This is an optimization exercise on Yosys and OpenROAD, whose aim is small area, a short achievable clock period and few clock cycles per item, not a production implementation.
At most, simulation tests tie the RTL to the original design; equivalence was not proved.
No functional check of the RTL was part of runs 2, 3, 6 and 8.
Power figures rest on the tool's default switching activity, not on a simulated workload.

### flow/flow/run.sh
#!/bin/bash
set -euo pipefail
echo 'export BUFFER_PORTS_ARGS = -buffer_cell sky130_fd_sc_hd__buf_1' >> "$FLOW_CONFIG"
echo 'export SETUP_SLACK_MARGIN = 8.1' >> "$FLOW_CONFIG"
bash standard.sh > standard.log 2>&1
### flow/standard.sh
#!/bin/bash
# synth_recipe.tcl (not shown) runs the flow's synth.tcl, then flattens the netlist and writes it again
# the make line also repeats each setting of config.mk as NAME=value (left out here)
make -C /OpenROAD-flow-scripts/flow DESIGN_CONFIG=/design/flow/config.mk WORK_HOME=/design/flow/orfs CLKGATE_MAP_FILE= SYNTH_SCRIPT=/design/flow/synth_recipe.tcl "${@:-finish}"
### flow/config.mk
export PLATFORM = sky130hd
export DESIGN_NAME = goldschmidt_ctrl
export DESIGN_NICKNAME = goldschmidt_ctrl
export VERILOG_FILES = /design/flow/design.v
export SDC_FILE = /design/flow/constraint.sdc
export NUM_CORES = 4
export LEC_CHECK = 0
export CAP_MARGIN = 20
export CORE_MARGIN = 2
export CORE_UTILIZATION = 65
export SLEW_MARGIN = 20
export BUFFER_PORTS_ARGS = -buffer_cell sky130_fd_sc_hd__buf_1
export SETUP_SLACK_MARGIN = 8.1
### flow/constraint.sdc
create_clock -name core_clock -period 11.5 [get_ports {clk}]
set_input_delay 2.3000 -clock core_clock [delete_from_list [all_inputs] [get_ports {clk}]]
set_output_delay 2.3000 -clock core_clock [all_outputs]
set_load 0.01 [all_outputs]
### flow/design.v
module goldschmidt_ctrl #(
    parameter int ITERS = 5
) (
    input  logic        clk,
    input  logic        rst_n,
    input  logic        start,
    input  logic [15:0] n,
    input  logic [15:0] d,
    output logic        busy,
    output logic        done,
    output logic [15:0] q,
    output logic        dbz
);
    logic [15:0] dr;
    logic [15:0] rr;
    logic [15:0] qr;
    logic [2:0] cnt;
    logic        satr;
    logic        sat;
    logic [2:0] cnt0;
    logic [31:0] ld;
    logic [8:0] st;
    assign st  = {1'b0, n[15:8]} - {1'b0, d[7:0]};
    assign sat = ~st[8] & ~|d[15:8];
    always_comb begin
        ld   = 32'(n) << 8;
        cnt0 = 3'd7;
        if ((|d[15:12])) begin
            ld   = 32'(n) << 12;
            cnt0 = 3'd5;
        end
        if ((|d[15:14])) begin
            ld   = 32'(n) << 14;
            cnt0 = 3'd4;
        end
    end
    logic [17:0] wv;
    logic [18:0] t1, t2, t3;
    logic        s1, s2, s3;
    logic [15:0] rn;
    logic [1:0]  qd;
    assign wv = {rr, qr[15:14]};
    assign t1 = {1'b0, wv} - {3'b0, dr};
    assign t2 = {1'b0, wv} - {2'b0, dr, 1'b0};
    assign t3 = {1'b0, wv} - ({3'b0, dr} + {2'b0, dr, 1'b0});
    assign s1 = ~t1[18];
    assign s2 = ~t2[18];
    assign s3 = ~t3[18];
    assign qd = {s2, s3 | (s1 & ~s2)};
    always_comb begin
        if (s3)      rn = t3[15:0];
        else if (s2) rn = t2[15:0];
        else if (s1) rn = t1[15:0];
        else         rn = wv[15:0];
    end
    assign q = qr | {16{satr}};
    always_ff @(posedge clk) begin
        if (!rst_n) begin
            busy <= 1'b0;
            done <= 1'b0;
        end else begin
            done <= 1'b0;
            if (!busy) begin
                if (start) begin
                    if (sat) done <= 1'b1;
                    else     busy <= 1'b1;
                end
            end else if (cnt == '0) begin
                busy <= 1'b0;
                done <= 1'b1;
            end
        end
    end
    always_ff @(posedge clk) begin
        if (!busy) begin
            dr   <= d;
            rr   <= ld[31:16];
            qr   <= ld[15:0];
            cnt  <= cnt0;
            satr <= sat;
            dbz  <= (d == 16'd0);
        end else begin
            rr   <= rn;
            qr   <= {qr[13:0], qd};
            cnt  <= cnt - 1'b1;
            satr <= 1'b0;
            dbz  <= 1'b0;
        end
    end
endmodule
==> impl_results.md, run 1 <==
- Vias/cell: 6.41
- Routability congestion estimate: 0.930
- CTS H-tree depth: 2
- Max_slew headroom: 49.4%
- Crit path time final: between 3 and 4 ns
- Worst hold path type: register to register
- Netlist area before placement: 5350 um^2
- Mux share of post-synthesis cell area: 2.08%
- Core area: a little over 8000 um^2
- Initial drt markers: 340
- Syn_nets: approximately 740
- Vias: 5038
- # port buffers: 53
- Setup ws final: 8.04 ns
- Drt wl/cell: 19.0 um
- Simple-gate portion of the synthesized area: between 10% and 20%
- Post-Route WL: approximately 15000 um
- Fin. Hold Viols: 0
- Final Cell Area: 5990 um^2
- DRT Pass-1 Iters: 5
- TritonCTS buffer count: 5
- Peak supply drop: 96.9 uV
- Tcrit/Tclk final: 30.1%
- Setup slack at placement: between 7 and 8 ns
- Required @ worst endpoint: 9.20 ns
- Worst R2R Start: dr[5]$_DFFE_PN_
- Largest fanout on the critical path: 16
- Worst-Margin Slew: between 0.7 and 0.8 ns
- R2R cell count: 10
- Post-Synthesis Cells: 624
- Gr usage total: 33.6%
- CTS Buffer Depth: 2
- Register area share after synthesis: 23.6%
- Post-DP Area: between 5000 and 6000 um^2
- Diodes inserted: 0
- Clk latency of the worst-skew pair: 0.32 ns
- Final number of setup-violating endpoints: 0
- CP endpoint kind: output port
- Worst EP arrival: 1.16 ns
- Syn_area_per_cell: between 8 and 9 um^2
- Synth top area share: 14.6%
- Die Footprint: 8970 um^2
- Initial antenna violation count: 0
- RSZ-0062 raised after global routing: yes
- Clk sink count: 55
- Ys flop type: dfxtp_1
- Final Max Slew Viols: 0
- Vias in the first global route: 4669
- Max-cap violation count: 0
- CTS tree: done
- Post-synth top area cell: dfxtp_1
- Root Buffer Master: clkbuf_8
- Fillcell total: 637
- HP Start: cnt[0]$_DFF_P_
- CP startpoint kind: register
- Initial Util: 66.1%
- Grt ovf: 0
- Nets: between 700 and 800
- Post-synth EDFFs: 16
- Register-to-register setup slack: roughly 8 ns
- Worst hold endpoint: cnt[0]$_DFF_P_
- Area grow syn2layout: 12.0%
- Leakage: 2.56 nW
- Post-synth ARST share: 0%
- Post-synth cell types: 72
- Maximum clock frequency: around 290 MHz
- Count leader, synth: ha_1
- Post-Route Setup TNS: 0 ns
- Hold path depth: 1
- Status: complete, no violations
- Post-Synth XOR/XNOR Area: 4.75%
- Synth Area in Adders: 20.6%
- Area contributors post-synth: dfxtp_1 15%, ha_1 14%, edfxtp_1 9.0%
- Synth Area in Compound Gates: 26.9%
- Power Total: 1.63 mW
- Synth Register Bits: 55
- Share of layout cells above drive strength 1: about an eighth
- FP Rows: 33
- Reg-to-reg endpoint: rr[12]$_DFF_P_
- Largest net degree at the start of global routing: 45
- CTS Hold Bufs: 0
- Synth cell count leaders: 61 x ha_1, 52 x inv_1, 45 x a21oi_1
- Pwr dens: 273 nW/um^2
- Fin util: 74.0%
- Chip height: roughly 95 um
- First-pass GRT wire length: 23200 um
- Clk slew on worst S/H paths: 0.11 ns
- DRC viols: 0
- Synth warn: 1
- Main combinational cell family by area after synthesis: compound AO/OA/AOI/OAI gates
- Final Skew: approximately 0.006 ns
- Seq. cell area: 1270 um^2
- Crit path kind: register to output port
- Post-DP HPWL: 11400 um
- # IOs: 54
- Die span in x: 94.7 um
- Post-route ant nets: 0
- Multi-input logic area: 3950 um^2
-- critical path, cell delays in order, from the launching register on --
cell     delay, ns
dfxtp_4       0.40
or2_2         0.30
buf_1         0.13
-- layer usage --
layer / wire, um / vias up / track usage, %
li1: - / 2407 / -
met5: 0 / - / 0
met2: 6920 / 221 / 53.3
met3: 1080 / 33 / 5.03
met4: 431 / 0 / 10.9
met1: 6510 / 2377 / 47.2
-- registers in the layout (all words and copies together), names as in the netlist --
name	flops
rr	16
satr	1
qr	16
busy	1
cnt	3
done	1
dr	16
dbz	1
-- repair_timing --
item                       in CTS  in global routing
gates cloned                    1                  0
setup endpoints to repair      45                 34
resized for setup              11                 46
setup buffers                   3                  7
pin swaps                       3                 15
-- worst max path at each step --
stage / startpoint / end / slack, ns / cells past startpoint
4_1_cts: satr$_SDFF_PP0_ / q[1] / 8.04 / 2
3_3_place_gp: d[13] / done$_SDFF_PN0_ / 7.35 / 6
2_1_floorplan: d[15] / rr[11]$_DFF_P_ / 8.07 / 6
3_5_place_dp: d[13] / busy$_SDFF_PN0_ / 7.26 / 6
6_report: satr$_SDFF_PP0_ / q[1] / 8.04 / 2
5_1_grt: satr$_SDFF_PP0_ / q[3] / 8.00 / 2
-- logic make-up (layout without fill, tap and decap cells) --
group	after synthesis	in the layout
AOI/OAI and AO/OA	206	207
and+or+nand+nor	176	176
adders and majority gates	78	78
buffers and inverters	69	125
DFF	55	55
xor gates and xnor gates	29	29
muxes	11	11
-- stage by stage --
stage,hold WS (ns),std cells
2_1_floorplan,0.411,624
3_3_place_gp,0.426,767
3_5_place_dp,0.438,767
4_1_cts,0.462,779
5_1_grt,0.485,786
6_report,0.459,786
-- placed cells by master (no fill, tap or decap), drive strengths merged, types with 10 or more instances in the layout --
master,synthesis,final
a211oi,19,19
o21a,13,13
nand2,41,41
mux2i,10,10
fa,17,17
a21oi,45,45
xnor2,20,20
o21ai,43,44
nand3,13,13
dfxtp,39,39
inv,52,53
nor3,15,15
ha,61,61
edfxtp,16,16
a21o,15,15
or2,17,17
buf,4,62
and2,10,10
nor2,40,40
-- area by class of cell --
type,instances,area share (%)
timing repair buffer,65,5.79
inverter,52,3.30
clock buffer,5,1.15
sequential,55,21.1
multi-input combinational,501,66.0
clock inverter,3,0.459
tap,105,2.19
-- where the power goes --
| part | leakage (nW) | switching [mW] | internal, mW |
|---|---|---|---|
| registers | 0.485 | 0.0485 | 0.239 |
| logic | 2.02 | 0.710 | 0.519 |
| clock network | 0.0463 | 0.0730 | 0.0450 |
Testbench counts, summed over its fixed seeds: cycles 13,880, items 2,400.
==> inputs of run 2 (changes only) <==
--- a/flow/design.v
+++ b/flow/design.v
@@ -25,6 +25,10 @@
     always_comb begin
         ld   = 32'(n) << 8;
         cnt0 = 3'd7;
+        if ((|d[15:10])) begin
+            ld   = 32'(n) << 10;
+            cnt0 = 3'd6;
+        end
         if ((|d[15:12])) begin
             ld   = 32'(n) << 12;
             cnt0 = 3'd5;
==> run 2 against run 1 <==
Die area grew 2.3%; global-route usage shrank 0.75 points; combinational power shrank 5%; first-iteration DRC count grew 10%; clock-buffer cell count is the same; sequential cell count is the same; power shrank 4.0%; area after synthesis grew 2.4%; still clean on timing, DRC and antenna.
==> impl_results.md, run 2 <==
- Status: complete, no violations
- Initial Util: 67.0% (+0.88 points)
- Share of layout cells above drive strength 1: 15.0% (+1.8 points)
- Max-cap violation count: 0 (unchanged)
- Synth Register Bits: 55 (unchanged)
- Register area share after synthesis: 23.0% (-0.54 points)
- Post-DP HPWL: 11400 um (+0.53%)
- FP Rows: 33 (unchanged)
- Syn_nets: 756 (+2.6%)
- Gr usage total: 32.9% (-0.75 points)
- Post-Synthesis Cells: 643 (+3.0%)
- Final Max Slew Viols: 0 (unchanged)
- Final number of setup-violating endpoints: 0 (unchanged)
- CTS tree: done
- Synth cell count leaders: 61 x ha_1, 55 x nor2_1, 52 x inv_1
- Die Footprint: 9170 um^2 (+2.3%)
- Initial antenna violation count: 0 (unchanged)
- CP startpoint kind: input port
- CP Cell Sequence: buf_8 -> or2_4 -> nor3_4 -> buf_6 -> nand2_8 -> mux2i_1 -> a211oi_1 -> a211o_1
- Post-route insts no fill: 813 (+3.4%)
- HP Start: cnt[0]$_DFF_P_
- Power Total: 1.57 mW (-4.0%)
- Commonest non-fill, non-tap cell in the layout: ha_1
- Worst EP arrival: 3.70 ns (+2.54 ns)
- Most frequent cells in the layout: 60 x ha_1, 50 x nor2_1, 49 x inv_1, 46 x buf_1, 45 x nand2_1
- Pwr dens: 253 nW/um^2 (-7.2%)
- DRT Pass-1 Iters: 5 (unchanged)
- Clk slew on worst S/H paths: 0.10 ns (about the same)
- Largest net degree at the start of global routing: 42 (-6.7%)
- Drt wl/cell: 18.5 um (-2.8%)
- Nets: 820 (+3.4%)
- Placed Cells: 786 (+2.5%)
- Final Cell Area: 6200 um^2 (+3.5%)
- Synth top area share: 14.3% (-0.34 points)
- Grt ovf: 0 (unchanged)
- CTS H-tree depth: 2 (unchanged)
- Largest fanout on the critical path: 5 (-11)
- Synth warn: 1 (unchanged)
- Post-Route Setup TNS: 0 ns (unchanged)
- Required @ worst endpoint: 11.76 ns (+2.56 ns)
- Diodes inserted: 0 (unchanged)
- Ys flop type: dfxtp_1
- Largest regs: dr (16), qr (16), rr (16)
- First-pass GRT wire length: 23400 um (+0.83%)
- Tcrit/Tclk final: 29.9% (-0.15 points)
- Post-Route WL: 15000 um (+0.54%)
- Area grow syn2layout: 13.2%
- Setup slack at placement: 7.13 ns (-0.132 ns)
- Vias: 5188 (+3.0%)
- Routability congestion estimate: 0.937 (+0.76%)
- Root Buffer Master: clkbuf_8
- Clk latency of the worst-skew pair: 0.33 ns (about the same)
- Worst path slowest cell: a211oi_1
- Post-synth EDFFs: 16 (unchanged)
- TritonCTS buffer count: 5 (unchanged)
- Crit path time final: 3.44 ns (-0.0168 ns)
- Chip height: 95.8 um (+1.1%)
- RSZ-0062 raised after global routing: yes
- Netlist area before placement: 5470 um^2 (+2.4%)
- Core area: 8180 um^2 (+1.0%)
- # IOs: 54 (unchanged)
- Count leader, synth: ha_1
- Area contributors post-synth: dfxtp_1 14%, ha_1 14%, edfxtp_1 8.8%
- CP endpoint kind: register
- Worst R2R Start: dr[12]$_DFFE_PN_
- Post-synth ARST share: 0% (unchanged)
- Post-synth cell types: 73 (+1.4%)
- Worst-Margin Slew: 0.992 ns (+0.251 ns)
- Peak supply drop: 100 uV (+3.3%)
- Post-DP Area: 5760 um^2 (+2.3%)
- Final Skew: 0.0185 ns (+0.0126 ns)
- Crit path kind: input port to register
- Maximum clock frequency: 290 MHz (+0.49%)
- Final Hold Slack: 0.463 ns (+0.00426 ns)
- Initial drt markers: 374 (+10%)
- Fin util: 75.8% (+1.8 points)
- Vias/cell: 6.38 (-0.44%)
- Syn_area_per_cell: 8.51 um^2 (-0.66%)
- Fin. Hold Viols: 0 (unchanged)
- Fillcell total: 601 (-5.7%)
- Post-synth top area cell: dfxtp_1
- Setup ws final: 8.06 ns (+0.0168 ns)
- DRC viols: 0 (unchanged)
- Setup crit start: d[15]
- Worst hold path type: register to register
- CTS Hold Bufs: 0 (unchanged)
- Largest stage delay on the critical path: 0.31 ns (-0.09 ns)
- # port buffers: 53 (unchanged)
- Leakage: 2.74 nW (+7.1%)
- Die span in x: 95.8 um (+1.1%)
- CTS Buffer Depth: 2 (unchanged)
- Max_slew headroom: 33.8% (-16 points)
- Clk sink count: 55 (unchanged)
- Vias in the first global route: 4891 (+4.8%)
- Post-route ant nets: 0 (unchanged)
## run 2: cell types whose count changed after synthesis, moves of 4 or more
cell / previous run / this run
nor3_1: 15 / 10
o21ai_0: 41 / 36
nor2_1: 39 / 55
a211oi_1: 17 / 12
o221ai_1: 1 / 9
o31ai_1: 4 / 0
nand2_1: 41 / 49
## run 2: cell families after synthesis
kind of cell	share of synthesized area, %
AND/OR/NAND/NOR	16.8
flip-flops	23.0
buffers and inverters	5.55
XOR/XNOR	4.80
multiplexers	2.61
adder cells (fa/ha/maj)	20.2
AO/OA/AOI/OAI	27.0
## run 2: layer usage
metal,vias to the layer above,part of all wire (%),global-route usage (%)
met2,230,49,56.6
li1,2478,-,-
met3,34,6.6,4.86
met5,-,0,0
met4,0,2.3,11.0
met1,2446,43,42.2
## run 2: path summary, 6_finish.rpt
kind | to | slack, ns | cells past startpoint
setup / recovery | rr[5]$_DFF_P_ | 8.06 | 8
hold / removal | cnt[0]$_DFF_P_ | 0.46 | 1
setup reg to reg | rr[5]$_DFF_P_ | 8.20 | 12
hold reg to reg | cnt[0]$_DFF_P_ | 0.46 | 1
## run 2: layout make-up
cell class / count / area [um^2] / share of cell area [%]
Clock inverter: 3 / 26.3 / 0.424
Tap cell: 105 / 131 / 2.12
Clock buffer: 5 / 68.8 / 1.11
Multi-Input combinational cell: 519 / 4080 / 65.8
Sequential cell: 55 / 1270 / 20.5
Inverter: 52 / 208 / 3.35
Timing Repair Buffer: 74 / 418 / 6.74
## run 2: power by group
part           internal (mW)  switching (mW)
logic                  0.493           0.676
clock network         0.0455          0.0710
registers              0.239          0.0451
total                  0.777           0.792
## run 2: critical path: cells and delay by family
family / cells / cell delay (ns)
multiplexers: 1 / 0.14
AO/OA/AOI/OAI: 2 / 0.45
buffers and inverters: 2 / 0.26
AND/OR/NAND/NOR: 3 / 0.57
## run 2: timing repair
| item | in CTS | in global routing |
|---|---|---|
| pin swaps | 4 | 12 |
| cloned | 1 | 0 |
| gates resized for setup | 20 | 40 |
| buffers inserted | 11 | 7 |
| endpoints found under the setup margin | 39 | 38 |
==> inputs of run 3 (changes only) <==
--- a/flow/design.v
+++ b/flow/design.v
@@ -25,10 +25,6 @@
     always_comb begin
         ld   = 32'(n) << 8;
         cnt0 = 3'd7;
-        if ((|d[15:10])) begin
-            ld   = 32'(n) << 10;
-            cnt0 = 3'd6;
-        end
         if ((|d[15:12])) begin
             ld   = 32'(n) << 12;
             cnt0 = 3'd5;
@@ -36,6 +32,10 @@
         if ((|d[15:14])) begin
             ld   = 32'(n) << 14;
             cnt0 = 3'd4;
+        end
+        if (((n >> 0) < d)) begin
+            ld   = 32'(n) << 16;
+            cnt0 = 3'd3;
         end
     end
     logic [17:0] wv;
==> run 3 against run 2 <==
Still clean; sequential power rose by 6%; synthesized cell count rose by 7.2%; design area rose by 16%; clock-buffer cell count rose by 1; maximum frequency fell by 16%; register-to-register slack got worse by 0.45 ns; clock power rose by 11%; setup slack got worse by 0.65 ns; wire length rose by 32%; area after synthesis rose by 6.4%; cell count rose by 7.0%; sequential share of layout area fell by 2.9 points; critical endpoint is now rr[11]$_DFF_P_.
==> impl_results.md, run 3 <==
- Status: complete, no violations
- First-pass GRT wire length: 28600 um (+22%)
- DRC viols: 0 (unchanged)
- Nets: 891 (+8.7%)
- R2R cell count: 11 (-1)
- Register area share after synthesis: 21.7% (-1.4 points)
- Most frequent cells in the layout: 68 x a21oi_1, 66 x ha_1, 51 x inv_1, 43 x nor2_1, 42 x nand2_1
- Worst R2R Start: dr[7]$_DFFE_PN_
- Pwr dens: 247 nW/um^2 (-2.4%)
- Clk slew on worst S/H paths: 0.11 ns (about the same)
- Drt wl/cell: 22.8 um (+24%)
- Setup crit start: n[7]
- # IOs: 54 (unchanged)
- Largest net degree at the start of global routing: 43 (+2.4%)
- P_sw: 0.927 mW (+17%)
- Initial Util: 66.8% (-0.17 points)
- Fin. Hold Viols: 0 (unchanged)
- Required @ worst endpoint: 11.72 ns (-0.04 ns)
- Maximum clock frequency: 244 MHz (-16%)
- Chip height: 98.7 um (+3.0%)
- Crit path time final: 4.10 ns (+0.653 ns)
- Synth cell count leaders: 78 x ha_1, 72 x a21oi_1, 59 x inv_1
- Grt ovf: 0 (unchanged)
- Root Buffer Master: clkbuf_8
- Post-synth cell types: 68 (-6.8%)
- Final Hold Slack: 0.493 ns (+0.0293 ns)
- Post-synth EDFFs: 16 (unchanged)
- Worst setup path end: rr[11]$_DFF_P_
- Synth Register Bits: 55 (unchanged)
- CTS H-tree depth: 2 (unchanged)
- Final Skew: 0.0175 ns (-0.00101 ns)
- Initial drt markers: 701 (+87%)
- Seq pwr share: 16.9% (-1.2 points)
- Gr usage total: 36.3% (+3.5 points)
- Post-DP HPWL: 12500 um (+9.8%)
- Largest regs: dr (16), qr (16), rr (16)
- Switch share: 51.9% (+1.5 points)
- Area contributors post-synth: ha_1 17%, dfxtp_1 13%, edfxtp_1 8.2%
- Syn_area_per_cell: 8.45 um^2 (-0.70%)
- Routability congestion estimate: 0.983 (+4.8%)
- Area grow syn2layout: 23.9%
- Diodes inserted: 0 (unchanged)
- Post-synth top area cell: ha_1
- Core area: 8720 um^2 (+6.7%)
- Worst-Margin Slew: 0.841 ns (-0.151 ns)
- Netlist area before placement: 5820 um^2 (+6.4%)
- Share of layout cells above drive strength 1: 20.6% (+5.6 points)
- DRT Pass-1 Iters: 8 (+3)
- Post-synth ARST share: 0% (unchanged)
- Die Footprint: 9730 um^2 (+6.1%)
- Worst hold path type: register to register
- Crit path kind: input port to register
- Vias in the first global route: 5784 (+18%)
- Ys flop type: dfxtp_1
- FP Rows: 34 (+3.0%)
- Post-Route WL: 19900 um (+32%)
- TritonCTS buffer count: 5 (unchanged)
- Vias: 6057 (+17%)
- Post-route ant nets: 0 (unchanged)
- Clk latency of the worst-skew pair: 0.33 ns (about the same)
- Leakage: 3.21 nW (+17%)
- Synth warn: 1 (unchanged)
- Reg-to-reg endpoint: rr[6]$_DFF_P_
- Syn_nets: 819 (+8.3%)
- Final Max Slew Viols: 0 (unchanged)
- Int Pwr: 0.857 mW (+10%)
- RSZ-0062 raised after global routing: yes
- CP endpoint kind: register
- Clk pwr share: 7.3% (about the same)
- Peak supply drop: 117 uV (+17%)
- Count leader, synth: ha_1
- Commonest non-fill, non-tap cell in the layout: a21oi_1
- Tcrit/Tclk final: 35.6% (+5.7 points)
- CP startpoint kind: input port
- Synth top area share: 16.8% (+2.5 points)
- Vias/cell: 6.96 (+9.1%)
- Worst EP arrival: 4.32 ns (+0.62 ns)
- Post-Synthesis Cells: 689 (+7.2%)
- Final number of setup-violating endpoints: 0 (unchanged)
- Largest fanout on the critical path: 6 (+1)
- CTS tree: done
- Max_slew headroom: 43.6% (+9.8 points)
- CTS Buffer Depth: 2 (unchanged)
- Clk sink count: 55 (unchanged)
- Register-to-register setup slack: 7.75 ns (-0.45 ns)
- Post-Route Setup TNS: 0 ns (unchanged)
- # port buffers: 53 (unchanged)
- Comb power frac: 75.9% (+1.4 points)
- Die span in x: 98.7 um (+3.0%)
- Initial antenna violation count: 0 (unchanged)
- Max-cap violation count: 0 (unchanged)
==> run 3: stage by stage <==
step / std cells / power (mW) / utilization [%] / setup WS, ns / instance area [um^2]
after global placement: 836 / 1.50 / 71.3 / 6.82 / 6220
after floorplan: 689 / 1.25 / - / 7.51 / 5950
after CTS: 862 / 1.69 / 78.4 / 7.54 / 6840
after global routing: 870 / 1.92 / 82.8 / 7.30 / 7220
after detailed placement: 836 / 1.53 / 71.3 / 6.75 / 6220
final: 870 / 1.78 / 82.8 / 7.40 / 7220
==> run 3: final cells by class <==
cell class	instances	area, um^2
well taps	108	135
fillers	516	1500
clock inverters	2	17.5
clock buffers	6	93.8
inverters	60	260
repair buffers	82	787
multi-input cells	557	4650
flip-flops and latches	55	1270
==> run 3: cell families (layout without fill, tap and decap cells) <==
| logic type | Yosys count | in the layout | share of synthesized area [%] |
|---|---|---|---|
| compound gates | 220 | 220 | 25.7 |
| simple gates | 182 | 183 | 15.4 |
| fa+ha+maj | 95 | 95 | 22.6 |
| buf+inv | 78 | 150 | 5.28 |
| flops | 55 | 55 | 21.7 |
| xor+xnor | 35 | 35 | 5.26 |
| mux | 24 | 24 | 4.15 |
==> run 3: worst min path at each step <==
stage	from	to	slack (ns)	depth (start not counted)
floorplan	qr[13]$_DFF_P_	qr[15]$_DFF_P_	0.41	2
global placement	qr[11]$_DFF_P_	qr[13]$_DFF_P_	0.44	2
detailed placement	qr[11]$_DFF_P_	qr[13]$_DFF_P_	0.43	2
CTS	qr[11]$_DFF_P_	qr[13]$_DFF_P_	0.46	2
global route	cnt[0]$_DFF_P_	cnt[0]$_DFF_P_	0.50	1
finish	qr[3]$_SDFF_PN0_	qr[5]$_SDFF_PN0_	0.49	1
==> run 3: power by group through the flow <==
stage / clock network, mW / registers, mW / logic [mW]
final: 0.130 / 0.301 / 1.35
after global placement: 0 / 0.299 / 1.20
after detailed placement: 0 / 0.300 / 1.23
after CTS: 0.129 / 0.295 / 1.27
after floorplan: 0 / 0.280 / 0.966
after global routing: 0.134 / 0.303 / 1.48
==> run 3: repair_timing <==
| action | 4_1_cts | 5_1_grt |
|---|---|---|
| hold buffers | 0 | 0 |
| gates resized for setup | 92 | 86 |
| cloned | 2 | 1 |
| buffers inserted | 16 | 7 |
| pin swaps | 17 | 31 |
| endpoints found under the setup margin | 49 | 49 |
==> run 3: critical path, stage by stage <==
cell and delay (ns):
buf_1 0.19, ha_1 0.32, a211oi_4 0.25, o21ai_2 0.10, a31oi_4 0.21, o41a_1 0.18, buf_6 0.14, buf_6 0.10
nand2_4 0.08, mux2i_1 0.13, a211oi_1 0.30
==> run 3: per-layer routing <==
metal | vias up | routed length (um) | GRT usage [%]
li1 | 2672 | - | -
met4 | 0 | 1020 | 12.9
met2 | 462 | 8960 | 59.4
met5 | - | 0 | 0
met3 | 111 | 2260 | 6.60
met1 | 2812 | 7640 | 48.6
==> inputs of run 4 (changes only) <==
--- a/flow/design.v
+++ b/flow/design.v
@@ -33,7 +33,7 @@
             ld   = 32'(n) << 14;
             cnt0 = 3'd4;
         end
-        if (((n >> 0) < d)) begin
+        if (d[15] && !n[15]) begin
             ld   = 32'(n) << 16;
             cnt0 = 3'd3;
         end
==> run 4 against run 3 <==
Still clean on timing, DRC and antenna; core utilization shrank 9.3 points; design area down 17%; wire length shrank 29%; setup slack improved by 0.61 ns; clock skew is 0.011 ns lower; cell count down 9.1%; first-iteration DRC count shrank 49%; register-to-register slack better by 0.49 ns; die area is 5.9% lower; sequential cell count is the same; critical endpoint is now done$_SDFF_PN0_; largest cell class unchanged.
==> impl_results.md, run 4 <==
- Status: complete, no violations
- Max_slew headroom: 59.9% (+16 points)
- Netlist area before placement: 5460 um^2 (-6.2%)
- Mux share of post-synthesis cell area: 4.21% (+0.067 points)
- Clk latency of the worst-skew pair: 0.31 ns (-0.02 ns)
- Synth Area in Adders: 20.2% (-2.4 points)
- Max-cap violation count: 0 (unchanged)
- CTS tree: done
- Crit path kind: input port to register
- CP Cell Sequence: buf_12 -> inv_12 -> ha_4 -> a21o_1 -> a21o_1 -> a21o_1 -> a21o_1 -> a21oi_2 -> o21ai_2 -> a41o_1
- Largest fanout on the critical path: 3 (-3)
- Share of layout cells above drive strength 1: 12.1% (-8.5 points)
- Die span in x: 95.7 um (-3.0%)
- Int Pwr: 0.844 mW (-1.6%)
- Post-synth top area cell: dfxtp_1
- CP endpoint kind: register
- Post-Synthesis Cells: 634 (-8.0%)
- Initial Util: 66.8% (about the same)
- Syn_area_per_cell: 8.62 um^2 (+2.0%)
- Drt wl/cell: 17.9 um (-22%)
- Cell family with most CP delay: compound AO/OA/AOI/OAI gates
- Core area: 8180 um^2 (-6.3%)
- Vias: 4989 (-18%)
- Leakage: 2.73 nW (-15%)
- Simple-gate portion of the synthesized area: 15.7% (+0.33 points)
- Synth top area share: 14.3% (-2.5 points)
- Seq pwr share: 17.7% (+0.8 points)
- # IOs: 54 (unchanged)
- FP Rows: 33 (-2.9%)
- Routability congestion estimate: 0.916 (-6.7%)
- Comb power frac: 75.5% (-0.4 points)
- Register area share after synthesis: 23.1% (+1.4 points)
- Largest net degree at the start of global routing: 33 (-23%)
- Switch share: 48.6% (-3.3 points)
- Syn_nets: 747 (-8.8%)
- Pwr dens: 273 nW/um^2 (+11%)
- Worst hold path type: register to register
- Clk pwr share: 6.8% (-0.5 points)
- Main combinational cell family by area after synthesis: compound AO/OA/AOI/OAI gates
- Fin. Hold Viols: 0 (unchanged)
- Post-synth ARST share: 0% (unchanged)
- Synth cell count leaders: 61 x ha_1, 57 x inv_1, 55 x a21oi_1
- Worst-Margin Slew: 0.602 ns (-0.239 ns)
- Initial drt markers: 358 (-49%)
- Post-DP Area: 5740 um^2 (-7.8%)
- Synth warn: 1 (unchanged)
- Tcrit/Tclk final: 30.3% (-5.3 points)
- Final Max Slew Viols: 0 (unchanged)
- Post-Route Setup TNS: 0 ns (unchanged)
- DRC viols: 0 (unchanged)
- Crit path time final: 3.48 ns (-0.614 ns)
- Count leader, synth: ha_1
- Post-synth cell types: 72 (+5.9%)
- DRT Pass-1 Iters: 6 (-2)
- Root Buffer Master: clkbuf_8
- CP startpoint kind: input port
- Worst path slowest cell: ha_4
- Maximum clock frequency: 287 MHz (+18%)
- Grt ovf: 0 (unchanged)
- Post-Route WL: 14200 um (-29%)
- Post-route ant nets: 0 (unchanged)
- Required @ worst endpoint: 11.71 ns (about the same)
- Commonest non-fill, non-tap cell in the layout: ha_1
- Vias in the first global route: 4751 (-18%)
- Most frequent CP cell: a21o_1
- CTS Hold Bufs: 0 (unchanged)
- P_sw: 0.798 mW (-14%)
- CTS Buffer Depth: 2 (unchanged)
- Post-Synth XOR/XNOR Area: 4.65% (-0.61 points)
- Initial antenna violation count: 0 (unchanged)
- Most frequent cells in the layout: 59 x ha_1, 54 x a21oi_1, 54 x inv_1, 47 x buf_1, 38 x nand2_1
- Die Footprint: 9160 um^2 (-5.9%)
- Ys flop type: dfxtp_1
- Final Cell Area: 6000 um^2 (-17%)
- Area contributors post-synth: dfxtp_1 14%, ha_1 14%, edfxtp_1 8.8%
- Nets: 798 (-10%)
- Worst Path Buf+Inv: 2 (-1)
- Worst EP arrival: 3.69 ns (-0.63 ns)
- # port buffers: 53 (unchanged)
- Post-DP HPWL: 11300 um (-10%)
- Final Skew: 0.00687 ns (-0.0106 ns)
- Area grow syn2layout: 9.87%
- Synth Area in Compound Gates: 26.2% (+0.59 points)
- Diodes inserted: 0 (unchanged)
- Clk sink count: 55 (unchanged)
- Gr usage total: 31.8% (-4.5 points)
- Final number of setup-violating endpoints: 0 (unchanged)
- CTS H-tree depth: 2 (unchanged)
- Post-synth EDFFs: 16 (unchanged)
- Largest regs: dr (16), qr (16), rr (16)
- Synth Register Bits: 55 (unchanged)
- Largest stage delay on the critical path: 0.18 ns (-0.14 ns)
- Vias/cell: 6.31 (-9.4%)
- Clk slew on worst S/H paths: 0.11 ns (about the same)
- Chip height: 95.7 um (-3.0%)
- Peak supply drop: 134 uV (+15%)
- TritonCTS buffer count: 5 (unchanged)
- First-pass GRT wire length: 22700 um (-20%)
- RSZ-0062 raised after global routing: yes
## run 4: changes by cell type after synthesis, sizes merged, moves of 7 or more
cell | previous run | this run
ha | 78 | 61
a21oi | 72 | 56
a21o | 14 | 24
a211oi | 15 | 6
mux2i | 23 | 14
o21a | 5 | 14
mux2 | 1 | 8
xnor2 | 18 | 11
## run 4: layout make-up
cell class                 instances  area [um^2]
sequential                        55         1270
fill                             655         2170
multi-input combinational        503         3960
tap                              105          131
inverter                          57          226
timing repair buffer              63          328
clock inverter                     3         26.3
clock buffer                       5         68.8
## run 4: cells by family (layout without fill, tap and decap cells)
logic type	Yosys count	after routing
simple gates	170	170
xor+xnor	29	29
mux	22	22
flops	55	55
buf+inv	76	128
fa+ha+maj	78	78
compound gates	204	204
## run 4: metal layers
layer / wire (um) / GRT usage, %
met1: 6420 / 44.1
met2: 6750 / 53.2
met3: 810 / 3.95
met4: 178 / 6.90
met5: 0 / 0
## run 4: stage by stage
stage	cells	hold slack, ns	power (mW)	util, %	setup WS (ns)
after floorplan	634	0.408	1.22	-	7.91
after global placement	776	0.443	1.39	70.2	7.43
after detailed placement	776	0.441	1.43	70.2	7.39
after CTS	785	0.472	1.56	72.2	8.03
after global routing	791	0.486	1.77	73.4	7.99
final	791	0.473	1.64	73.4	8.02
## run 4: worst register-to-register path, cell delays in order, from the launching register on
cell and delay (ns):
edfxtp_1 0.37, inv_1 0.21, fa_1 0.45, ha_1 0.26, a21o_1 0.21, or3_1 0.30
o21a_1 0.24, o211ai_2 0.23, and2_4 0.22, a21boi_4 0.23, mux2_2 0.36, a21oi_1 0.13
## run 4: final timing paths
check	slack (ns)	endpoint	start	depth (start not counted)
worst max-delay path	8.02	done$_SDFF_PN0_	d[1]	10
worst min-delay path	0.47	qr[7]$_SDFF_PN0_	qr[5]$_SDFF_PN0_	1
worst max register to register	8.24	rr[0]$_DFF_P_	dr[3]$_DFFE_PN_	11
worst min register to register	0.47	qr[7]$_SDFF_PN0_	qr[5]$_SDFF_PN0_	1
## run 4: power by group through the flow
stage | sequential, mW | clock [mW] | combinational (mW)
after floorplan | 0.275 | 0 | 0.942
after global placement | 0.292 | 0 | 1.10
after detailed placement | 0.293 | 0 | 1.13
after CTS | 0.288 | 0.114 | 1.15
after global routing | 0.295 | 0.122 | 1.36
final | 0.291 | 0.112 | 1.24
## run 4: repair_timing
action,in CTS,in global routing
resized for setup,22,8
pin swaps,3,2
setup endpoints to repair,32,35
setup buffers,1,6
Testbench counts of run 4, summed over its fixed seeds: cycles 13,556, items 2,400.
==> inputs of run 5 (changes only) <==
--- a/flow/config.mk
+++ b/flow/config.mk
@@ -8,6 +8,8 @@
 export CAP_MARGIN = 20
 export CORE_MARGIN = 2
 export CORE_UTILIZATION = 65
+export CTS_CLUSTER_DIAMETER = 300
+export CTS_CLUSTER_SIZE = 60
 export SLEW_MARGIN = 20
 export BUFFER_PORTS_ARGS = -buffer_cell sky130_fd_sc_hd__buf_1
 export SETUP_SLACK_MARGIN = 8.1
==> run 5 against run 4 <==
Critical endpoint unchanged; sequential power about the same; critical path depth is the same; still clean on timing, DRC and antenna; register-to-register slack about the same; sequential cell count unchanged.
==> impl_results.md, run 5 <==
- Synth Area in Compound Gates: 26.2% (unchanged)
- Fin. Hold Viols: 0 (unchanged)
- Pwr dens: 273 nW/um^2 (unchanged)
- Post-route insts no fill: 791 (unchanged)
- Worst-Margin Slew: 0.602 ns (unchanged)
- TritonCTS buffer count: 5 (unchanged)
- Largest fanout on the critical path: 3 (unchanged)
- Mux share of post-synthesis cell area: 4.21% (unchanged)
- Synth top area share: 14.3% (unchanged)
- Root Buffer Master: clkbuf_8
- Post-Synth XOR/XNOR Area: 4.65% (unchanged)
- Largest net degree at the start of global routing: 33 (unchanged)
- Post-synth ARST share: 0% (unchanged)
- Vias: 4989 (unchanged)
- Area contributors post-synth: dfxtp_1 14%, ha_1 14%, edfxtp_1 8.8%
- Synth Area in Adders: 20.2% (unchanged)
- Die span in x: 95.7 um (unchanged)
- Routability congestion estimate: 0.916 (unchanged)
- Leakage: 2.73 nW (unchanged)
- Commonest non-fill, non-tap cell in the layout: ha_1
- Count leader, synth: ha_1
- Die Footprint: 9160 um^2 (unchanged)
- Worst hold endpoint: qr[7]$_SDFF_PN0_
- Diodes inserted: 0 (unchanged)
- Setup crit start: d[1]
- Nets: 798 (unchanged)
- Main combinational cell family by area after synthesis: compound AO/OA/AOI/OAI gates
- CTS Hold Bufs: 0 (unchanged)
- Status: complete, no violations
- Register area share after synthesis: 23.1% (unchanged)
- R2R cell count: 11 (unchanged)
- Clk latency of the worst-skew pair: 0.31 ns (about the same)
- Final number of setup-violating endpoints: 0 (unchanged)
- Post-Route Setup TNS: 0 ns (unchanged)
- Max_slew headroom: 59.9% (unchanged)
- Drt wl/cell: 17.9 um (unchanged)
- Tcrit/Tclk final: 30.3% (unchanged)
- Clk sink count: 55 (unchanged)
- DRC viols: 0 (unchanged)
- RSZ-0062 raised after global routing: yes
- Syn_area_per_cell: 8.62 um^2 (unchanged)
- CTS H-tree depth: 2 (unchanged)
- Initial drt markers: 358 (unchanged)
- Synth cell count leaders: 61 x ha_1, 57 x inv_1, 55 x a21oi_1
- # IOs: 54 (unchanged)
- Register-to-register setup slack: 8.24 ns (about the same)
- CP endpoint kind: register
- Power Total: 1.64 mW (unchanged)
- Fillcell total: 655 (unchanged)
- Clk slew on worst S/H paths: 0.11 ns (about the same)
- Post-synth cell types: 72 (unchanged)
- Chip height: 95.7 um (unchanged)
- Maximum clock frequency: 287 MHz (unchanged)
- Initial Util: 66.8% (unchanged)
- # port buffers: 53 (unchanged)
- Final Max Slew Viols: 0 (unchanged)
- Simple-gate portion of the synthesized area: 15.7% (unchanged)
- Largest regs: dr (16), qr (16), rr (16)
- Share of layout cells above drive strength 1: 12.1% (unchanged)
- Hold path depth: 1 (unchanged)
- Final Skew: 0.00687 ns (unchanged)
- FP Rows: 33 (unchanged)
- Crit path kind: input port to register
- Seq. cell area: 1270 um^2 (unchanged)
- HP Start: qr[5]$_SDFF_PN0_
- Vias in the first global route: 4751 (unchanged)
- Reg-to-reg endpoint: rr[0]$_DFF_P_
- Max-cap violation count: 0 (unchanged)
- First-pass GRT wire length: 22700 um (unchanged)
- Post-synth EDFFs: 16 (unchanged)
- Worst R2R Start: dr[3]$_DFFE_PN_
- CTS Buffer Depth: 2 (unchanged)
- CTS tree: done
- Synth warn: 1 (unchanged)
- CP startpoint kind: input port
- Area grow syn2layout: 9.87% (unchanged)
- Initial antenna violation count: 0 (unchanged)
- Core area: 8180 um^2 (unchanged)
- Synth Register Bits: 55 (unchanged)
- Post-Synthesis Cells: 634 (unchanged)
- Post-route ant nets: 0 (unchanged)
- Placed Cells: 776 (unchanged)
- Vias/cell: 6.31 (unchanged)
- Gr usage total: 31.8% (unchanged)
- Post-Route WL: 14200 um (unchanged)
- Grt ovf: 0 (unchanged)
- Ys flop type: dfxtp_1
- Post-DP HPWL: 11300 um (unchanged)
- DRT Pass-1 Iters: 6 (unchanged)
- Netlist area before placement: 5460 um^2 (unchanged)
- Worst EP arrival: 3.69 ns (about the same)
- Crit path time final: 3.48 ns (unchanged)
- Post-synth top area cell: dfxtp_1
- Peak supply drop: 134 uV (unchanged)
- Multi-input logic area: 3960 um^2 (unchanged)
- Required @ worst endpoint: 11.71 ns (about the same)
- Syn_nets: 747 (unchanged)
- Most frequent cells in the layout: 59 x ha_1, 54 x a21oi_1, 54 x inv_1, 47 x buf_1, 38 x nand2_1
- Worst hold path type: register to register
-- run 5: cell counts after synthesis --
No cell type changed its count.
-- run 5: worst max-delay path, stage by stage --
cell	delay (ns)
buf_12	0.11
inv_12	0.04
ha_4	0.18
a21o_1	0.17
a21o_1	0.15
a21o_1	0.15
a21o_1	0.16
a21oi_2	0.17
o21ai_2	0.09
a41o_1	0.18
-- run 5: repair_timing --
action                                  CTS  global route
gates resized for setup                  22             8
hold endpoints to repair                  0             0
cloned                                    0             0
endpoints found under the setup margin   32            35
setup buffers                             1             6
pin swaps                                 3             2
-- run 5: logic make-up after synthesis --
kind of cell	after synthesis
xor+xnor	29
flops	55
buf+inv	76
fa+ha+maj	78
simple gates	170
mux	22
compound gates	204
-- run 5: through the flow --
stage	instance area, um^2	setup WS (ns)	util (%)	hold WS [ns]
detailed placement	5740	7.39	70.2	0.441
finish	6000	8.02	73.4	0.473
global route	6000	7.99	73.4	0.486
global placement	5740	7.43	70.2	0.443
floorplan	5510	7.91	-	0.408
CTS	5910	8.03	72.2	0.472
-- run 5: layout make-up --
class	instances	share of cell area [%]
sequential	55	21.1
multi-input combinational	503	65.9
timing repair buffer	63	5.46
inverter	57	3.77
tap	105	2.19
clock buffer	5	1.15
clock inverter	3	0.438
-- run 5: metal layers --
layer	GRT usage [%]	vias up	part of all wire, %
met4	6.90	0	1.3
met3	3.95	14	5.7
met5	0	-	0
met1	44.1	2381	45
met2	53.2	173	48
li1	-	2421	-
-- run 5: worst max path at each step --
| stage | end | slack [ns] | depth (start not counted) |
|---|---|---|---|
| finish | done$_SDFF_PN0_ | 8.02 | 10 |
| global route | q[13] | 7.99 | 2 |
| CTS | done$_SDFF_PN0_ | 8.03 | 10 |
| detailed placement | done$_SDFF_PN0_ | 7.39 | 10 |
| global placement | done$_SDFF_PN0_ | 7.43 | 10 |
| floorplan | done$_SDFF_PN0_ | 7.91 | 9 |
-- run 5: where the power goes --
part / internal, mW / switching [mW] / leakage, nW
sequential: 0.241 / 0.0501 / 0.485
clock: 0.0450 / 0.0672 / 0.0491
combinational: 0.558 / 0.681 / 2.20
==> inputs of run 6 (changes only) <==
--- a/flow/design.v
+++ b/flow/design.v
@@ -15,7 +15,6 @@
     logic [15:0] rr;
     logic [15:0] qr;
     logic [2:0] cnt;
-    logic        satr;
     logic        sat;
     logic [2:0] cnt0;
     logic [31:0] ld;
@@ -57,7 +56,7 @@
         else if (s1) rn = t1[15:0];
         else         rn = wv[15:0];
     end
-    assign q = qr | {16{satr}};
+    assign q = qr;
     always_ff @(posedge clk) begin
         if (!rst_n) begin
             busy <= 1'b0;
@@ -79,15 +78,13 @@
         if (!busy) begin
             dr   <= d;
             rr   <= ld[31:16];
-            qr   <= ld[15:0];
+            qr   <= ld[15:0] | {16{sat}};
             cnt  <= cnt0;
-            satr <= sat;
             dbz  <= (d == 16'd0);
         end else begin
             rr   <= rn;
             qr   <= {qr[13:0], qd};
             cnt  <= cnt - 1'b1;
-            satr <= 1'b0;
             dbz  <= 1'b0;
         end
     end
--- a/flow/config.mk
+++ b/flow/config.mk
@@ -8,8 +8,6 @@
 export CAP_MARGIN = 20
 export CORE_MARGIN = 2
 export CORE_UTILIZATION = 65
-export CTS_CLUSTER_DIAMETER = 300
-export CTS_CLUSTER_SIZE = 60
 export SLEW_MARGIN = 20
 export BUFFER_PORTS_ARGS = -buffer_cell sky130_fd_sc_hd__buf_1
 export SETUP_SLACK_MARGIN = 8.1
==> run 6 against run 5 <==
Largest cell class unchanged; sequential share of layout area down 0.054 points; maximum frequency decreased by 2.0%; hold slack worse by 0.013 ns; cell count fell by 1.9%; critical path depth unchanged; global-route usage up 1.4 points; non-clock buffer count is 1 higher; clock skew about the same; largest power group unchanged.
==> impl_results.md, run 6 <==
- Status: complete, no violations
- Core area: 7770 um^2 (-5.0%)
- Commonest non-fill, non-tap cell in the layout: nand2_1
- Post-Route Setup TNS: 0 ns (unchanged)
- Largest fanout on the critical path: 5 (+2)
- TritonCTS buffer count: 5 (unchanged)
- Post-synth ARST share: 0% (unchanged)
- CP Cell Sequence: buf_12 -> inv_12 -> ha_4 -> a21o_1 -> a21o_1 -> a21o_1 -> a211oi_2 -> o21a_2 -> or2_4 -> o211ai_1
- Crit path time final: 3.55 ns (+0.0697 ns)
- Peak supply drop: 96.6 uV (-28%)
- Netlist area before placement: 5230 um^2 (-4.3%)
- Post-synth EDFFs: 16 (unchanged)
- Register area share after synthesis: 23.7% (+0.65 points)
- Worst-Margin Slew: 0.783 ns (+0.181 ns)
- Final Max Slew Viols: 0 (unchanged)
- Clk sink count: 54 (-1.8%)
- Die span in x: 93.7 um (-2.1%)
- Clk slew on worst S/H paths: 0.11 ns (about the same)
- Reg-to-reg endpoint: rr[14]$_DFF_P_
- CP startpoint kind: input port
- Synth Register Bits: 54 (-1.8%)
- Vias/cell: 6.50 (+3.1%)
- Initial antenna violation count: 0 (unchanged)
- Max-cap violation count: 0 (unchanged)
- Fillcell total: 543 (-17%)
- Post-route ant nets: 0 (unchanged)
- Area grow syn2layout: 12.9%
- Required @ worst endpoint: 11.68 ns (-0.03 ns)
- Initial drt markers: 409 (+14%)
- CP endpoint kind: register
- Post-synth cell types: 66 (-8.3%)
- Final number of setup-violating endpoints: 0 (unchanged)
- CTS tree: done
- Routability congestion estimate: 0.981 (+7.1%)
- Synth warn: 1 (unchanged)
- Syn_nets: 731 (-2.1%)
- CTS Buffer Depth: 2 (unchanged)
- Pwr dens: 267 nW/um^2 (-2.4%)
- Tcrit/Tclk final: 30.9% (+0.61 points)
- Cell family with most CP delay: compound AO/OA/AOI/OAI gates
- Nets: 786 (-1.5%)
- Synth top area share: 14.6% (+0.30 points)
- HP Start: cnt[0]$_DFF_P_
- Worst hold endpoint: cnt[0]$_DFF_P_
- Syn_area_per_cell: 8.46 um^2 (-1.8%)
- Count leader, synth: nand2_1
- Worst EP arrival: 3.73 ns (+0.04 ns)
- Drt wl/cell: 18.9 um (+5.7%)
- Post-Route WL: 14700 um (+3.7%)
- Chip height: 93.7 um (-2.1%)
- Hold path depth: 1 (unchanged)
- Setup ws final: 7.95 ns (-0.0697 ns)
- Most frequent cells in the layout: 67 x nand2_1, 59 x ha_1, 52 x a21oi_1, 47 x buf_1, 39 x inv_1
- R2R cell count: 11 (unchanged)
- Fin util: 76.0% (+2.6 points)
- # port buffers: 53 (unchanged)
- Largest regs: dr (16), qr (16), rr (16)
- Vias in the first global route: 4766 (+0.32%)
- Max_slew headroom: 47.8% (-12 points)
- Worst path slowest cell: o21a_2
- DRT Pass-1 Iters: 7 (+1)
- Worst Path Buf+Inv: 2 (unchanged)
- FP Rows: 32 (-3.0%)
- DRC viols: 0 (unchanged)
- Post-Synthesis Cells: 618 (-2.5%)
- First-pass GRT wire length: 23100 um (+1.7%)
- Worst R2R Start: dr[1]$_DFFE_PN_
- Clk latency of the worst-skew pair: 0.31 ns (about the same)
- Synth cell count leaders: 72 x nand2_1, 61 x ha_1, 54 x a21oi_1
- Most frequent CP cell: a21o_1
- Fin. Hold Viols: 0 (unchanged)
- Share of layout cells above drive strength 1: 11.6% (-0.53 points)
- CTS Hold Bufs: 0 (unchanged)
- Final Skew: 0.00639 ns (-0.000477 ns)
- Root Buffer Master: clkbuf_8
- Grt ovf: 0 (unchanged)
- Setup slack at placement: 7.06 ns (-0.324 ns)
- Leakage: 2.59 nW (-5.2%)
- Area contributors post-synth: ha_1 15%, dfxtp_1 15%, edfxtp_1 9.2%
- Post-DP HPWL: 10900 um (-2.8%)
- Ys flop type: dfxtp_1
- # IOs: 54 (unchanged)
- CTS H-tree depth: 2 (unchanged)
- RSZ-0062 raised after global routing: yes
- Gr usage total: 33.2% (+1.4 points)
- Crit path kind: input port to register
- Vias: 5044 (+1.1%)
- Diodes inserted: 0 (unchanged)
- Post-synth top area cell: ha_1
- Largest stage delay on the critical path: 0.20 ns (+0.02 ns)
- Initial Util: 67.3% (+0.50 points)
- Largest net degree at the start of global routing: 45 (+36%)
- Die Footprint: 8780 um^2 (-4.1%)
- Register-to-register setup slack: 8.24 ns (about the same)
- Worst hold path type: register to register
- Maximum clock frequency: 282 MHz (-2.0%)
-- run 6: area by class of cell --
cell class,count,area [um^2],area share [%]
clock inverter,3,28.8,0.487
multi-input combinational,502,3940,66.7
tap,102,128,2.16
timing repair buffer,64,313,5.30
sequential,54,1240,21.0
inverter,46,185,3.14
clock buffer,5,68.8,1.17
-- run 6: how the worst max path moves through the flow --
stage	start	to	slack, ns	depth (start not counted)
final	d[1]	qr[15]$_DFF_P_	7.95	10
after detailed placement	d[1]	qr[15]$_DFF_P_	7.06	10
after global routing	d[1]	qr[1]$_DFF_P_	7.90	10
after CTS	d[1]	qr[15]$_DFF_P_	7.94	10
after floorplan	d[1]	qr[10]$_DFF_P_	7.70	11
after global placement	d[1]	busy$_SDFF_PN0_	7.13	10
-- run 6: power by group --
| part | switching, mW | total (mW) | internal [mW] |
|---|---|---|---|
| Combinational | 0.666 | 1.17 | 0.508 |
| Clock | 0.0717 | 0.117 | 0.0454 |
| Sequential | 0.0481 | 0.286 | 0.238 |
-- run 6: cells by family after synthesis --
| logic type | Yosys count | share of synthesized area [%] |
|---|---|---|
| adder cells (fa/ha/maj) | 78 | 21.1 |
| buffers and inverters | 64 | 4.67 |
| flip-flops | 54 | 23.7 |
| AND/OR/NAND/NOR | 182 | 16.4 |
| multiplexers | 17 | 3.35 |
| XOR/XNOR | 35 | 5.86 |
| AO/OA/AOI/OAI | 188 | 24.9 |
-- run 6: per-stage QoR --
stage | total power, mW | std cells | hold WS, ns | cell area, um^2
final | 1.58 | 776 | 0.460 | 5910
after global routing | 1.69 | 776 | 0.476 | 5910
after CTS | 1.52 | 774 | 0.446 | 5820
after detailed placement | 1.36 | 757 | 0.426 | 5550
after global placement | 1.33 | 757 | 0.425 | 5550
after floorplan | 1.14 | 618 | 0.412 | 5360
-- run 6: what timing repair did --
action | CTS | global route
resized for setup | 34 | 22
pin swaps | 6 | 8
buffers inserted | 7 | 2
gates cloned | 2 | 0
setup endpoints to repair | 34 | 34
-- run 6: metal layers --
metal,up-vias,track usage (%),wire length [um]
met5,-,0,0
li1,2373,-,-
met2,260,54.3,6780
met1,2375,45.8,6490
met4,0,11.2,357
met3,36,3.85,1060
==> inputs of run 7 (changes only) <==
--- a/flow/design.v
+++ b/flow/design.v
@@ -15,6 +15,7 @@
     logic [15:0] rr;
     logic [15:0] qr;
     logic [2:0] cnt;
+    logic        satr;
     logic        sat;
     logic [2:0] cnt0;
     logic [31:0] ld;
@@ -56,7 +57,7 @@
         else if (s1) rn = t1[15:0];
         else         rn = wv[15:0];
     end
-    assign q = qr;
+    assign q = qr | {16{satr}};
     always_ff @(posedge clk) begin
         if (!rst_n) begin
             busy <= 1'b0;
@@ -78,13 +79,15 @@
         if (!busy) begin
             dr   <= d;
             rr   <= ld[31:16];
-            qr   <= ld[15:0] | {16{sat}};
+            qr   <= ld[15:0];
             cnt  <= cnt0;
+            satr <= sat;
             dbz  <= (d == 16'd0);
         end else begin
             rr   <= rn;
             qr   <= {qr[13:0], qd};
             cnt  <= cnt - 1'b1;
+            satr <= 1'b0;
             dbz  <= 1'b0;
         end
     end
==> flow/flow/run.sh (replaced) <==
#!/bin/bash
set -euo pipefail
echo 'export BUFFER_PORTS_ARGS = -buffer_cell sky130_fd_sc_hd__buf_1' >> "$FLOW_CONFIG"
echo 'export SETUP_SLACK_MARGIN = 7.9' >> "$FLOW_CONFIG"
bash standard.sh > standard.log 2>&1
--- a/flow/config.mk
+++ b/flow/config.mk
@@ -10,4 +10,4 @@
 export CORE_UTILIZATION = 65
 export SLEW_MARGIN = 20
 export BUFFER_PORTS_ARGS = -buffer_cell sky130_fd_sc_hd__buf_1
-export SETUP_SLACK_MARGIN = 8.1
+export SETUP_SLACK_MARGIN = 7.9
==> run 7 against run 6 <==
Clock-buffer cell count unchanged; maximum frequency up 0.21%; critical path depth down 1; die area up 4.3%; core utilization down 4.4 points; non-clock buffer count down 8; power down 0.72%; register-to-register slack worse by 0.16 ns; critical endpoint is now done$_SDFF_PN0_.
==> impl_results.md, run 7 <==
- Final number of setup-violating endpoints: 0 (unchanged)
- Synth cell count leaders: 61 x ha_1, 57 x inv_1, 55 x a21oi_1
- Clk latency of the worst-skew pair: 0.31 ns (about the same)
- Met2 wire len: 6370 um (-6.0%)
- Hold path depth: 1 (unchanged)
- Maximum clock frequency: 282 MHz (+0.21%)
- Post-DP HPWL: 11200 um (+2.3%)
- Syn_nets: 747 (+2.2%)
- Mux share of post-synthesis cell area: 4.21% (+0.86 points)
- Die span in x: 95.7 um (+2.1%)
- Synth Area in Compound Gates: 26.2% (+1.3 points)
- Largest fanout on the critical path: 5 (unchanged)
- Post-Route WL: 13800 um (-5.8%)
- Fin util: 71.6% (-4.4 points)
- Leakage: 2.67 nW (+3.1%)
- Grt ovf: 0 (unchanged)
- Largest stage delay on the critical path: 0.22 ns (+0.02 ns)
- Met3 wire len: 843 um (-20%)
- Seq. cell area: 1260 um^2 (+1.6%)
- Netlist area before placement: 5460 um^2 (+4.5%)
- CP Cell Sequence: buf_2 -> ha_4 -> a21o_1 -> a21o_1 -> a21o_1 -> a21o_1 -> a21oi_2 -> o21ai_2 -> a41o_1
- Clk slew on worst S/H paths: 0.10 ns (about the same)
- Main combinational cell family by area after synthesis: compound AO/OA/AOI/OAI gates
- Worst path slowest cell: ha_4
- Register area share after synthesis: 23.1% (-0.65 points)
- Clk sink count: 55 (+1.9%)
- Met1 Routed Length: 6280 um (-3.2%)
- Worst hold endpoint: cnt[0]$_DFF_P_
- Top layer in use: met4
- Crit path time final: 3.54 ns (-0.00747 ns)
- Post-DP Area: 5720 um^2 (+3.1%)
- Gr usage total: 31.6% (-1.7 points)
- Max-cap violation count: 0 (unchanged)
- Reg-to-reg endpoint: rr[7]$_DFF_P_
- FP Rows: 33 (+3.1%)
- Worst R2R Start: dr[0]$_DFFE_PN_
- Peak supply drop: 123 uV (+28%)
- Post-CTS setup buffers: 0 (-7)
- Count leader, synth: ha_1
- Commonest non-fill, non-tap cell in the layout: ha_1
- Post-synth EDFFs: 16 (unchanged)
- Chip height: 95.7 um (+2.1%)
- Vias/cell: 6.26 (-3.6%)
- Multi-input logic area: 3920 um^2 (-0.48%)
- DRT Pass-1 Iters: 5 (-2)
- Nets: 791 (+0.64%)
- DRC viols: 0 (unchanged)
- Core area: 8180 um^2 (+5.3%)
- Post-synth top area cell: dfxtp_1
- Final Cell Area: 5850 um^2 (-0.89%)
- Worst-Margin Slew: 0.695 ns (-0.0879 ns)
- Root Buffer Master: clkbuf_8
- Routability congestion estimate: 0.911 (-7.2%)
- Vias in the first global route: 4628 (-2.9%)
- Share of layout cells above drive strength 1: 10.2% (-1.4 points)
- Final Skew: 0.00859 ns (+0.00219 ns)
- Worst hold path type: register to register
- Post-route ant nets: 0 (unchanged)
- Synth warn: 1 (unchanged)
- # port buffers: 53 (unchanged)
- Die Footprint: 9160 um^2 (+4.3%)
- Tcrit/Tclk final: 30.8% (-0.065 points)
- HP Start: cnt[0]$_DFF_P_
- Max_slew headroom: 53.6% (+5.8 points)
- Most frequent CP cell: a21o_1
- # IOs: 54 (unchanged)
- Largest regs: dr (16), qr (16), rr (16)
- Area grow syn2layout: 7.12%
- Crit path kind: input port to register
- Final Hold Slack: 0.463 ns (+0.00365 ns)
- Synth top area share: 14.3% (-0.30 points)
- Initial Util: 66.8% (-0.50 points)
- Synth Register Bits: 55 (+1.9%)
- Initial drt markers: 330 (-19%)
- R2R cell count: 10 (-1)
- Post-Synthesis Cells: 634 (+2.6%)
- Register-to-register setup slack: 8.08 ns (-0.16 ns)
- Diodes inserted: 0 (unchanged)
- Fin. Hold Viols: 0 (unchanged)
- CP endpoint kind: register
- Power Total: 1.57 mW (-0.72%)
- Largest net degree at the start of global routing: 33 (-27%)
- Area contributors post-synth: dfxtp_1 14%, ha_1 14%, edfxtp_1 8.8%
- Fillcell total: 656 (+21%)
- Initial antenna violation count: 0 (unchanged)
- Syn_area_per_cell: 8.62 um^2 (+1.8%)
- CTS tree: done
- First-pass GRT wire length: 22400 um (-3.0%)
- Status: complete, no violations
- Pwr dens: 267 nW/um^2 (+0.17%)
- RSZ-0062 raised after global routing: no
- CTS Buffer Depth: 2 (unchanged)
- Worst EP arrival: 3.76 ns (+0.03 ns)
- Ys flop type: dfxtp_1
- Post-synth ARST share: 0% (unchanged)
- CP startpoint kind: input port
- TritonCTS buffer count: 5 (unchanged)
- CTS Hold Bufs: 0 (unchanged)
- Post-Synth XOR/XNOR Area: 4.65% (-1.2 points)
- Required @ worst endpoint: 11.72 ns (+0.04 ns)
- Post-Route Setup TNS: 0 ns (unchanged)
- CTS H-tree depth: 2 (unchanged)
- Vias: 4911 (-2.6%)
- Most frequent cells in the layout: 60 x ha_1, 54 x a21oi_1, 54 x inv_1, 48 x buf_1
- Simple-gate portion of the synthesized area: 15.7% (-0.66 points)
- Synth Area in Adders: 20.2% (-0.90 points)
- Post-synth cell types: 72 (+9.1%)
- Final Max Slew Viols: 0 (unchanged)
- Drt wl/cell: 17.7 um (-6.7%)
-- run 7: changes by cell type after synthesis, sizes merged, moves of 10 or more --
cell   change
a21o      +10
inv       +11
nand2     -33
or2       +15
xnor2     -11
-- run 7: through the flow --
step / cells / setup WS [ns]
3_3_place_gp: 776 / 7.48
2_1_floorplan: 634 / 7.90
5_1_grt: 784 / 7.90
3_5_place_dp: 776 / 7.45
6_report: 784 / 7.96
4_1_cts: 784 / 7.88
-- run 7: timing repair --
item | CTS | global route
pin swaps | 0 | 2
endpoints found under the setup margin | 7 | 29
resized for setup | 5 | 12
cloned | 0 | 0
-- run 7: worst max path at each step --
stage               start               to  slack (ns)  depth (start not counted)
finish               n[9]  done$_SDFF_PN0_        7.96                          9
global route        d[15]    rr[9]$_DFF_P_        7.90                          7
CTS                  d[1]  done$_SDFF_PN0_        7.88                         10
detailed placement   n[9]  done$_SDFF_PN0_        7.45                          9
global placement     n[9]  done$_SDFF_PN0_        7.48                          9
floorplan            d[1]  done$_SDFF_PN0_        7.90                          9
-- run 7: final cells by class --
cell class,instances,share of cell area (%)
timing repair buffer,56,3.93
tap,105,2.24
clock inverter,3,0.385
multi-input combinational,503,67.0
inverter,57,3.70
sequential,55,21.6
clock buffer,5,1.18
-- run 7: routing by layer --
metal | vias to the layer above | GRT usage, %
met5 | - | 0
li1 | 2406 | -
met4 | 0 | 10.7
met2 | 182 | 49.9
met1 | 2298 | 44.6
met3 | 25 | 4.19
-- run 7: critical path, delay by kind of cell --
family | cells | cell delay (ns)
adder cells (fa/ha/maj) | 1 | 0.22
AO/OA/AOI/OAI | 7 | 1.09
buffers and inverters | 1 | 0.17
-- run 7: logic make-up after synthesis --
family	Yosys count
XOR/XNOR	29
multiplexers	22
flip-flops	55
AO/OA/AOI/OAI	204
buffers and inverters	76
adder cells (fa/ha/maj)	78
AND/OR/NAND/NOR	170
-- run 7: report_power, final --
| group | total [mW] | internal [mW] | switching (mW) |
|---|---|---|---|
| Sequential | 0.291 | 0.241 | 0.0506 |
| Clock | 0.112 | 0.0443 | 0.0673 |
| Combinational | 1.16 | 0.507 | 0.656 |
| Total | 1.57 | 0.792 | 0.774 |
Testbench counts of run 7, summed over its fixed seeds: cycles 13,556, items 2,400.
==> inputs of run 8 (changes only) <==
--- a/flow/design.v
+++ b/flow/design.v
@@ -29,11 +29,11 @@
             ld   = 32'(n) << 12;
             cnt0 = 3'd5;
         end
-        if ((|d[15:14])) begin
+        if ((|d[15:14]) || (d[13] && !n[15])) begin
             ld   = 32'(n) << 14;
             cnt0 = 3'd4;
         end
-        if (d[15] && !n[15]) begin
+        if ((d[15] && !n[15]) || (d[14] && n[15:14] == 2'b00)) begin
             ld   = 32'(n) << 16;
             cnt0 = 3'd3;
         end
==> flow/flow/run.sh (replaced) <==
#!/bin/bash
set -euo pipefail
echo 'export BUFFER_PORTS_ARGS = -buffer_cell sky130_fd_sc_hd__buf_1' >> "$FLOW_CONFIG"
echo 'export SETUP_SLACK_MARGIN = 8.1' >> "$FLOW_CONFIG"
bash standard.sh > standard.log 2>&1
--- a/flow/config.mk
+++ b/flow/config.mk
@@ -10,4 +10,4 @@
 export CORE_UTILIZATION = 65
 export SLEW_MARGIN = 20
 export BUFFER_PORTS_ARGS = -buffer_cell sky130_fd_sc_hd__buf_1
-export SETUP_SLACK_MARGIN = 7.9
+export SETUP_SLACK_MARGIN = 8.1
==> run 8 against run 7 <==
Sequential cell count is the same; clock skew grew 0.0015 ns; global-route usage up 0.33 points; critical path depth grew 2; setup slack improved by 0.036 ns; hold slack barely moved; area after synthesis is 2.3% lower; via count is 3.3% higher; critical path type unchanged; non-clock buffer count is 24 higher; synthesized cell count decreased by 0.63%; first-iteration DRC count grew 10%; cell count is 3.2% higher; critical endpoint unchanged.
==> impl_results.md, run 8 <==
- # port buffers: 53 (unchanged)
- Crit path time final: 3.51 ns (-0.0355 ns)
- DRC viols: 0 (unchanged)
- Leakage: 2.79 nW (+4.4%)
- Status: complete, no violations
- Chip height: 94.6 um (-1.1%)
- Core area: 8090 um^2 (-1.0%)
- Post-route insts no fill: 809 (+3.2%)
- Syn_nets: 743 (-0.54%)
- Vias: 5072 (+3.3%)
- Power Total: 1.64 mW (+4.8%)
- Pwr dens: 264 nW/um^2 (-1.4%)
- Most frequent cells in the layout: 60 x ha_1, 54 x inv_1, 53 x nand2_1, 41 x nor2_1, 40 x buf_1
- CTS Hold Bufs: 0 (unchanged)
- Clk pwr share: 6.9% (-0.2 points)
- Die Footprint: 8950 um^2 (-2.2%)
- Netlist area before placement: 5340 um^2 (-2.3%)
- Syn_area_per_cell: 8.47 um^2 (-1.7%)
- Post-route ant nets: 0 (unchanged)
- CP startpoint kind: input port
- Count leader, synth: ha_1
- Clk latency of the worst-skew pair: 0.31 ns (about the same)
- TritonCTS buffer count: 5 (unchanged)
- Largest net degree at the start of global routing: 41 (+24%)
- Synth warn: 1 (unchanged)
- Clk sink count: 55 (unchanged)
- Post-Route WL: 14100 um (+2.0%)
- Area grow syn2layout: 16.5%
- Gr usage total: 31.9% (+0.33 points)
- Post-Route Setup TNS: 0 ns (unchanged)
- Vias in the first global route: 4582 (-0.99%)
- Worst EP arrival: 3.72 ns (-0.04 ns)
- Largest stage delay on the critical path: 0.18 ns (-0.04 ns)
- CTS H-tree depth: 2 (unchanged)
- Initial antenna violation count: 0 (unchanged)
- Post-Synthesis Cells: 630 (-0.63%)
- Vias/cell: 6.27 (about the same)
- Required @ worst endpoint: 11.72 ns (about the same)
- Fillcell total: 615 (-6.3%)
- Fin. Hold Viols: 0 (unchanged)
- Root Buffer Master: clkbuf_8
- Post-DP HPWL: 10400 um (-7.4%)
- Maximum clock frequency: 285 MHz (+1.0%)
- Int Pwr: 0.825 mW (+4.1%)
- Post-synth cell types: 70 (-2.8%)
- Commonest non-fill, non-tap cell in the layout: ha_1
- Final Skew: 0.0101 ns (+0.00146 ns)
- Final number of setup-violating endpoints: 0 (unchanged)
- # IOs: 54 (unchanged)
==> run 8: cell count changes after synthesis, sizes merged, moves of 8 or more <==
cell and delta:
a21oi -12, nand2 +19, a21o -10, o21ai +12, nor2b +8, a211oi +9
==> run 8: per-layer routing <==
| layer | vias to the layer above | track usage (%) | wire, um |
|---|---|---|---|
| met5 | - | 0 | 0 |
| met2 | 252 | 49.5 | 6330 |
| met4 | 0 | 8.45 | 275 |
| li1 | 2414 | - | - |
| met3 | 33 | 3.27 | 1070 |
| met1 | 2373 | 47.5 | 6450 |
==> run 8: area by class of cell <==
class / instances / share of cell area, %
multi-input cells: 504 / 64.6
clock buffers: 5 / 1.11
clock inverters: 3 / 0.362
repair buffers: 80 / 7.82
flip-flops and latches: 55 / 20.3
inverters: 57 / 3.64
well taps: 105 / 2.11
==> run 8: power groups by stage <==
stage	clock network [mW]	logic (mW)	registers, mW
after floorplan	0	0.925	0.275
after global placement	0	1.11	0.292
after detailed placement	0	1.13	0.293
after CTS	0.113	1.17	0.288
after global routing	0.120	1.36	0.295
final	0.113	1.24	0.290
==> run 8: stage by stage <==
step                utilization, %  area (um^2)  setup WS [ns]  hold WS, ns
CTS                           74.2         6010           8.01        0.463
detailed placement            70.4         5700           7.03        0.438
global route                  76.9         6220           7.92        0.475
finish                        76.9         6220           7.99        0.463
global placement              70.4         5700           7.13        0.435
floorplan                        -         5460           7.83        0.411
==> run 8: kinds of logic after synthesis <==
logic type / Yosys count / share of synthesized area (%)
fa+ha+maj: 78 / 20.7
compound gates: 184 / 23.6
flops: 55 / 23.6
simple gates: 182 / 16.5
buf+inv: 73 / 5.39
xor+xnor: 34 / 5.58
mux: 24 / 4.62
==> run 8: how the worst max path moves through the flow <==
stage	to	slack, ns	cells past startpoint	start
floorplan	done$_SDFF_PN0_	7.83	10	d[1]
global placement	rr[10]$_DFF_P_	7.13	6	d[14]
detailed placement	rr[10]$_DFF_P_	7.03	6	d[14]
CTS	done$_SDFF_PN0_	8.01	11	d[1]
global route	done$_SDFF_PN0_	7.92	11	d[1]
finish	done$_SDFF_PN0_	7.99	11	d[1]
==> run 8: timing repair <==
item,4_1_cts,5_1_grt
endpoints found under the setup margin,43,37
buffers inserted,15,9
pin swaps,10,18
gates cloned,2,0
resized for setup,29,44
==> run 8: critical path, delay by kind of cell <==
kind / cells / cell delay, ns
buffers and inverters: 2 / 0.15
adders and majority gates: 1 / 0.18
AOI/OAI and AO/OA: 7 / 1.02
and+or+nand+nor: 1 / 0.05

Setup slack of run 8, layout unchanged: 7.991 ns with ideal ports, 7.953 ns with driving cells assumed (clock clkbuf_16, inputs buf_2), 7.613 ns with port delays also shifted by the 0.340 ns mid clock arrival.
